Context: an optimization exercise on an open-source flow, tuned for small area and a short achievable clock period. The choices shown serve that exercise and are no tape-out recipe. Only simulation tests tie the RTL to the original design; equivalence was not proved. No activity file was given, so power comes from the tool's default toggle rates.

==> module fft_r2sdf_stage, before the edit <==
module fft_r2sdf_stage #(
  parameter int unsigned N_LOG2 = 8,
  parameter int unsigned STAGE  = 0,
  parameter int unsigned DW     = 16
) (
  input  logic          clk,
  input  logic          rst_n,
  input  logic          din_valid,
  input  logic          din_sop,
  input  logic [DW-1:0] din_re,
  input  logic [DW-1:0] din_im,
  output logic          dout_valid,
  output logic          dout_sop,
  output logic [DW-1:0] dout_re,
  output logic [DW-1:0] dout_im,
  output logic [15:0]   dout_theta
);
  localparam int unsigned D   = 2 ** (N_LOG2 - 1 - STAGE);
  localparam int unsigned CW  = N_LOG2 - STAGE;
  localparam int unsigned DW1 = DW + 1;
  logic [CW-1:0]         cnt;
  logic                  primed, rot_q;
  logic                  bfly, rot0;
  logic [15:0]           th_cnt;
  logic signed [DW-1:0]  a_re, a_im, neg_re, pre_re, pre_im, fil_re, fil_im;
  logic signed [DW-1:0]  sum_re, sum_im, dif_re, dif_im;
  logic signed [DW-1:0]  o_re, o_im, push_re, push_im;
  logic signed [DW-1:0]  dl_re [D];
  logic signed [DW-1:0]  dl_im [D];
  function automatic logic [DW-1:0] add_half(input logic [DW-1:0] x, input logic [DW-1:0] y,
                                             input logic ci);
    logic [DW-1:0] p, g, gg, pp, gn, pn, c;
    p  = x ^ y;
    g  = x & y;
    gg = g;
    pp = p;
    gg[0] = g[0] | (p[0] & ci);
    for (int d = 1; d < DW; d = d * 2) begin
      gn = gg;
      pn = pp;
      for (int i = d; i < DW; i++) begin
        gn[i] = gg[i] | (pp[i] & gg[i-d]);
        pn[i] = pp[i] & pp[i-d];
      end
      gg = gn;
      pp = pn;
    end
    c = {gg[DW-2:0], ci};
    add_half = {p[DW-1] ^ gg[DW-1], p[DW-1:1] ^ c[DW-1:1]};
  endfunction
  always_comb begin
    a_re   = dl_re[D-1];
    a_im   = dl_im[D-1];
    rot0   = rot_q;
    pre_re = rot0 ? a_im : a_re;
    for (int i = 0; i < DW; i++)
      neg_re[i] = a_re[i] ^ (|(a_re & DW'((1 << i) - 1)));
    pre_im = rot0 ? neg_re : a_im;
    th_cnt = '0;
    for (int i = 0; i < D; i++)
      if (cnt[CW-2:0] == (CW-1)'(i))
        th_cnt = 16'(-360 * ((i > D/2) ? i - D/2 : i));
    if (cnt[CW-1]) th_cnt = '0;
  end
  always_comb begin
    bfly     = cnt[CW-1] & ~din_sop;
    sum_re   = add_half(a_re, din_re, 1'b0);
    sum_im   = add_half(a_im, din_im, 1'b0);
    dif_re   = add_half(a_re, ~din_re, 1'b1);
    dif_im   = add_half(a_im, ~din_im, 1'b1);
    fil_re   = din_sop ? a_re : pre_re;
    fil_im   = din_sop ? a_im : pre_im;
    o_re     = bfly ? sum_re : fil_re;
    o_im     = bfly ? sum_im : fil_im;
    push_re  = bfly ? dif_re : din_re;
    push_im  = bfly ? dif_im : din_im;
  end
  always_ff @(posedge clk) begin
    if (din_valid) begin
      dl_re[0] <= push_re;
      dl_im[0] <= push_im;
      for (int unsigned i = 1; i < D; i++) begin
        dl_re[i] <= dl_re[i-1];
        dl_im[i] <= dl_im[i-1];
      end
    end
  end
  always_ff @(posedge clk) begin
    dout_re          <= o_re;
    dout_im          <= o_im;
    dout_theta[15:3] <= din_sop ? 13'd0 : th_cnt[15:3];
  end
  assign dout_theta[2:0] = 3'd0;   
  always_ff @(posedge clk or negedge rst_n) begin
    if (!rst_n) begin
      cnt        <= '0;
      primed     <= 1'b0;
      rot_q      <= 1'b0;
      dout_valid <= 1'b0;
      dout_sop   <= 1'b0;
    end else begin
      dout_valid <= din_valid & (bfly | primed);
      dout_sop   <= din_valid & ~din_sop & (cnt == CW'(D));
      if (din_valid) begin
        cnt <= din_sop ? CW'(1) : cnt + CW'(1);
        rot_q <= ~din_sop & ~cnt[CW-1] & (cnt[CW-2:0] >= (CW-1)'(D/2)) & (cnt[CW-2:0] != (CW-1)'(D-1));
        if (bfly) primed <= 1'b1;
      end
    end
  end
endmodule
export LEC_CHECK = 0
export ABC_CLOCK_PERIOD_IN_PS = 1000
export CAP_MARGIN = 20
export CORE_MARGIN = 2
export CORE_UTILIZATION = 65
export CTS_CLUSTER_DIAMETER = 70
export CTS_CLUSTER_SIZE = 30
export SETUP_SLACK_MARGIN = 3.2
export SLEW_MARGIN = 20
create_clock -name core_clock -period 5.5 [get_ports {clk}]
standard.sh (not shown) runs the stock make flow with config.mk's settings and CLKGATE_MAP_FILE= SYNTH_SCRIPT=/design/flow/synth_recipe.tcl, a recipe that flattens the netlist after the stock synthesis.
==> flow/flow/run.sh <==
#!/bin/bash
# Standard ORFS layout with three changes:
#  - synthesis maps adders as plain logic (no full-adder cells) and runs a delay-oriented
#    ABC script (flow/synth.tcl, flow/abc_speed.script); registers are the standard ones;
#  - the port buffers are plain buffers instead of the delay cells buffer_ports picks.
#  - all pins are placed on the middle of the left edge, so the datapath sits next to them.
set -euo pipefail
here=$(pwd)
export FLOW_ABC_SCRIPT=$here/flow/abc_speed.script
export FLOW_ABC_DONT_USE=$here/flow/abc_dont_use.txt
export BUFFER_PORTS_ARGS="-buffer_cell sky130_fd_sc_hd__buf_4"
export PLACE_PINS_ARGS="-exclude top:* -exclude bottom:* -exclude right:* -exclude left:0-130 -exclude left:330-452"
bash standard.sh SYNTH_SCRIPT=$here/flow/synth.tcl ADDER_MAP_FILE= finish > standard.log 2>&1
==> flow/flow/abc_dont_use.txt <==
sky130_fd_sc_hd__maj3_* sky130_fd_sc_hd__or4* sky130_fd_sc_hd__nor4* sky130_fd_sc_hd__and4* sky130_fd_sc_hd__nand4* sky130_fd_sc_hd__*2111* sky130_fd_sc_hd__*311*
==> flow/flow/abc_speed.script <==
&get -n
&st
&syn2
&if -g -K 6
&synch2
&if -g -K 6
&synch2
&nf {D}
&put
buffer -c
upsize {D}
dnsize {D}
==> flow/flow/synth.tcl <==
# synth_recipe.tcl (the standard synthesis) with one change: ABC's logic mapping runs the
# delay-oriented script flow/abc_speed.script instead of ORFS's, and does not map to the
# slow complex cells listed in flow/abc_dont_use.txt. Registers are untouched.
proc synth {args} { yosys synth -nofsm -noshare {*}$args }
proc abc {args} {
  set i [lsearch -exact $args -script]
  if {$i >= 0} { set args [lreplace $args [expr {$i + 1}] [expr {$i + 1}] $::env(FLOW_ABC_SCRIPT)] }
  set f [open $::env(FLOW_ABC_DONT_USE)]
  foreach c [read $f] { lappend args -dont_use $c }
  close $f
  yosys abc {*}$args
}
source $::env(SCRIPTS_DIR)/synth.tcl
# left out here: clear keep_hierarchy, flatten, clean up, hide names made inside functions, write 1_2_yosys.v
Next try:
--- a/flow/design.v
+++ b/flow/design.v
@@ -57,9 +57,10 @@
       neg_re[i] = a_re[i] ^ (|(a_re & DW'((1 << i) - 1)));
     pre_im = rot0 ? neg_re : a_im;
     th_cnt = '0;
-    for (int i = 0; i < D; i++)
-      if (cnt[CW-2:0] == (CW-1)'(i))
-        th_cnt = 16'(-360 * ((i > D/2) ? i - D/2 : i));
+    for (int i = 0; i < D/2; i++)
+      if (cnt[CW-3:0] == (CW-2)'(i))
+        th_cnt = 16'(-360 * i);
+    if (cnt[CW-2] && cnt[CW-3:0] == '0) th_cnt = 16'(-360 * (D/2));
     if (cnt[CW-1]) th_cnt = '0;
   end
   always_comb begin
@@ -79,10 +80,19 @@
     if (din_valid) begin
       dl_re[0] <= push_re;
       dl_im[0] <= push_im;
-      for (int unsigned i = 1; i < D; i++) begin
+      for (int unsigned i = 1; i < D - 1; i++) begin
         dl_re[i] <= dl_re[i-1];
         dl_im[i] <= dl_im[i-1];
       end
+    end
+  end
+  always_ff @(posedge clk or negedge rst_n) begin
+    if (!rst_n) begin
+      dl_re[D-1] <= '0;
+      dl_im[D-1] <= '0;
+    end else if (din_valid) begin
+      dl_re[D-1] <= dl_re[D-2];
+      dl_im[D-1] <= dl_im[D-2];
     end
   end
   always_ff @(posedge clk) begin
The changed run passed the timing, design-rule and antenna checks. Sequential power is about the same. Die area goes down by 0.53%. Maximum frequency goes down by 1.6%. Final cell count goes down by 1.8%. Cell area goes down by 0.59%. Total power goes up by 1.1%. Global-route usage goes down by 0.51 points. Hold slack gains 200 ps.

[what the ideal ports hide]
How much do the figures lean on ideal ports? The routed layouts below were timed once more, with nothing changed but the port constraints. Step 1: set_driving_cell puts a clkbuf_16 on clk and a buf_2 on each other input, an assumption about the parent block. Step 2, shift: input delay + t, output delay - t, t = (earliest + latest rising clock arrival at the registers) / 2. This alone moves slack from input paths to output paths. a / b / c = no drivers / after step 1 / after step 2; a / b = the first two.
run | t, ns | setup WS [ns] | clock arrival spread, ns | slew at the worst register clock pin (ns) | worst data-port slew with drivers (ns)
the first run | 0.886 | 3.079 / 3.003 / 2.393 | 0.032 / 0.032 | 0.11 / 0.11 | 0.26
the second run | 0.894 | 3.040 / 2.979 / 2.363 | 0.036 / 0.036 | 0.11 / 0.11 | 0.26
After both steps setup and hold are still met in every run listed. The setup slack of the first run, which loses most, moves by -0.076 ns with the drivers and by -0.686 ns with both steps.
